Background: an optimization exercise with open tools, aiming at small area, a short achievable clock period and few clock cycles per item. Do not read the settings as production practice. Where RTL was checked, it was by simulation tests only, not by an equivalence proof against the original. Power and IR drop assume default switching activity.

==> flow/design.v (excerpt) <==
module multitap_dtmf_tone_generator (
	input  logic        clk,
	input  logic        arst_n,
	input  logic        s_tvalid,
	output logic        s_tready,
	input  logic [7:0]  s_tdata,    
	input  logic        s_tuser,    
	output logic        m_tvalid,
	input  logic        m_tready,
	output logic [23:0] m_tdata,    
	output logic        m_tlast,    
	input  logic        cfg_valid,
	output logic        cfg_ready,
	input  logic [2:0]  cfg_index,
	input  logic [63:0] cfg_data
);
clock: 9.0 ns
lec_check: 0
cap_margin: 20
core_margin: 2
core_utilization: 50
slew_margin: 20
run.sh (not shown) runs the stock make flow with config.mk's settings and CLKGATE_MAP_FILE= SYNTH_SCRIPT=/design/flow/synth_recipe.tcl, a recipe that flattens the netlist after the stock synthesis.
Testbench counts at the start, summed over its fixed seeds: cycles 76,941, items 76,773.
==> next run, changes <==
--- a/flow/config.mk
+++ b/flow/config.mk
@@ -7,0 +8 @@
+export ABC_AREA = 1
The changed run ran to the end with no violations.
Total power is higher by 29%.
Setup slack improves by 1.3 ns.
Final area is lower by 2.3%.
Sequential power is higher by 11%.
Wire length is higher by 0.56%.
Clock-buffer cell count is higher by 6.
Area after synthesis is lower by 2.4%.
Die area is lower by 2.3%.
==> next run, changes <==
--- a/flow/config.mk
+++ b/flow/config.mk
@@ -8 +8 @@
-export ABC_AREA = 1
+export ABC_CLOCK_PERIOD_IN_PS = 3500
@@ -11,0 +12 @@
+export SETUP_SLACK_MARGIN = 5
Outcome:
- setup slack improved by 0.61 ns
- via count is higher by a few percent
- die area came out higher by a few percent
- total power shrinks by a few percent
- worst hold slack hardly moves
- design area came out higher by roughly a tenth
- clock power rises by roughly a tenth
- wire length climbs by a little under a tenth
- maximum frequency is higher by roughly a tenth
- final cell count falls by a few percent

========
== v5 ==
multitap_dtmf_tone_generator, a different RTL version from the one above (not shown whole).
For scale: ~110 I/O pins, roughly 0.029 mm2 of cells after synthesis.
export LEC_CHECK = 0
export ABC_AREA = 1
export CAP_MARGIN = 20
export CORE_MARGIN = 2
export CORE_UTILIZATION = 50
export SETUP_SLACK_MARGIN = 4.5
export SLEW_MARGIN = 20
export TNS_END_PERCENT = 5
create_clock -name core_clock -period 9.0 [get_ports {clk}]
v5 went all the way through the flow, and no timing, DRC or antenna check failed.
Edits applied to the flow inputs when going from v5 to v1:
- changing SETUP_SLACK_MARGIN from 4.5 to 4.8
==> results.txt <==
v1 finished every step from synthesis to the final layout, and the layout passed the timing, design-rule and antenna checks. In v1, the final total power came out about 0.9% below the value in v5. Changes observed in v1 relative to v5: final worst-path cycle share went down, CTS buffer count went down 1, clock power share shrank by 1.3 points. Going from v5 to v1, cell area after layout now sits at about the same level; share of power burned in combinational logic higher. Switching share of power: v1 > v5. In v1, detailed-routed wire length on met3 is lower than in v5. The worst hold slack on v1 is in line with that on v5.
No functional check of the RTL was part of any run of this note.

========
oak:
Another version of the RTL of multitap_dtmf_tone_generator (not shown whole).
For scale: about 3600 cells after synthesis, about 380 flip-flops, ~110 I/O pins, about 0.029 mm² of cells after synthesis.
Settings: LEC_CHECK=0, ABC_AREA=1, CAP_MARGIN=20, CORE_MARGIN=2, CORE_UTILIZATION=60, SETUP_SLACK_MARGIN=5.0, SLEW_MARGIN=20, TNS_END_PERCENT=5; clock period 9.0 ns.
oak completed end to end with timing, DRC and antenna clean.
Testbench counts of oak, summed over its fixed seeds: cycles 76,989, items 76,773.
For pine, these inputs were changed with respect to oak:
- changing SETUP_SLACK_MARGIN from 5.0 to 4.8
Findings:
Compared with oak, pine shows a power spent charging and discharging nets that is 2.1% lower. pine vs. oak: part of the cycle the worst path needs went up by 1.6 points. Re count of inverters not on the clock network in the layout: no difference whatsoever between oak and pine. Looking at combinational group share of total power across oak and pine, the one that comes out higher is oak. Of oak and pine, pine shows the lower setup slack, with oak above it. Summary — final period demand of the worst path, pine relative to oak: higher, by 140 ps.

========
Another version of the RTL of multitap_dtmf_tone_generator (not shown whole).
Size: about 3700 cells after synthesis, about 360 flip-flops, about 110 I/O pins.
clock: 9.0 ns
lec_check: 0
abc_area: 1
cap_margin: 20
core_margin: 2
core_utilization: 50
setup_slack_margin: 3.5
slew_margin: 20
tns_end_percent: 5
The starting point completed with no timing, DRC or antenna violations.
Testbench counts at the start, summed over its fixed seeds: cycles 76,989, items 76,773.
Edit:
Settings changed: SETUP_SLACK_MARGIN 3.5 to 5.0, TNS_END_PERCENT 5 to unset.
Die area is unchanged.
Flip-flop and latch count is unchanged.
Via count climbs by about 3%.
Edit:
Settings changed: SETUP_SLACK_MARGIN 5.0 to 4.2, TNS_END_PERCENT set to 5.
Outcome:
- final cell count fell by 1.3%
- total power fell by 7.9%
- setup slack is worse by 0.066 ns
- fmax fell by 1.4%
- clock-buffer cell count fell by 2
- synthesized area stays the same
- register-to-register slack is worse by 0.07 ns
- combinational power fell by 11%
- design area fell by 3.5%
- sequential power is about the same
Edit:
Settings changed: SETUP_SLACK_MARGIN 4.2 to 5.
=>
- The new run ran to the end with no violations
- critical path depth came out lower by 1
- sequential share of layout area came out lower by 0.53 points
- power came out higher by 4.1%
Edit:
Settings changed: SETUP_SLACK_MARGIN 5 to 4.5, TNS_END_PERCENT 5 to unset.
After rerunning: The new run ran to the end with no violations. Design area is higher slightly. Critical path depth is higher by 1. Wire length is about the same. Combinational power is higher by a few percent. Clock skew is higher by 0.0035 ns. Total power is higher by a few percent.

re-timing with driven ports:
The flow's constraints put no driver on any port. The routed layouts listed below were extracted and timed again, unchanged, in two steps.
Step 1: set_driving_cell puts a clkbuf_16 on clk and a buf_2 on each other input, an assumption about the parent block.
Step 2 adds t to the input delays and takes it off the output delays; t is the mean of the earliest and latest rising clock arrival at the registers after step 1. Input paths then give back, and output paths get back, about the clock's delay inside the block.
Slacks: no drivers / after step 1 / after step 2; pairs: no drivers / after step 1.
run | t (ns) | setup slack, ns | hold slack, ns | clock arrival spread, ns | worst slew at a driven data input, ns
the first run of note 1 | 0.637 | 1.312 / 1.312 / 1.312 | 0.422 / 0.422 / 0.422 | 0.041 / 0.041 | 0.08
the second run of note 1 | 0.625 | 2.597 / 2.597 / 2.597 | 0.421 / 0.421 / 0.421 | 0.030 / 0.029 | 0.07
the third run of note 1 | 0.637 | 3.207 / 3.207 / 3.207 | 0.423 / 0.423 / 0.423 | 0.060 / 0.060 | 0.06
v5 | 0.641 | 4.430 / 4.430 / 4.340 | 0.416 / 0.416 / 0.416 | 0.035 / 0.035 | 0.07
v1 | 0.643 | 4.549 / 4.549 / 4.485 | 0.414 / 0.414 / 0.414 | 0.044 / 0.044 | 0.09
oak | 0.633 | 4.820 / 4.820 / 4.440 | 0.418 / 0.418 / 0.418 | 0.017 / 0.017 | 0.07
pine | 0.632 | 4.678 / 4.678 / 4.417 | 0.418 / 0.418 / 0.418 | 0.017 / 0.016 | 0.07
the first run of note 4 | 0.645 | 3.723 / 3.723 / 3.723 | 0.419 / 0.419 / 0.419 | 0.037 / 0.037 | 0.07
the second run of note 4 | 0.641 | 4.317 / 4.317 / 4.317 | 0.405 / 0.405 / 0.405 | 0.036 / 0.036 | 0.09
the third run of note 4 | 0.641 | 4.251 / 4.251 / 4.251 | 0.412 / 0.412 / 0.412 | 0.032 / 0.031 | 0.06
the fourth run of note 4 | 0.640 | 4.304 / 4.304 / 4.304 | 0.419 / 0.419 / 0.419 | 0.023 / 0.024 | 0.09
the fifth run of note 4 | 0.625 | 4.300 / 4.300 / 4.287 | 0.412 / 0.412 / 0.412 | 0.023 / 0.024 | 0.04
After both steps setup and hold are still met in every run listed. The setup slack of oak, which loses most, moves by 0.000 ns with the drivers and by -0.380 ns with both steps.
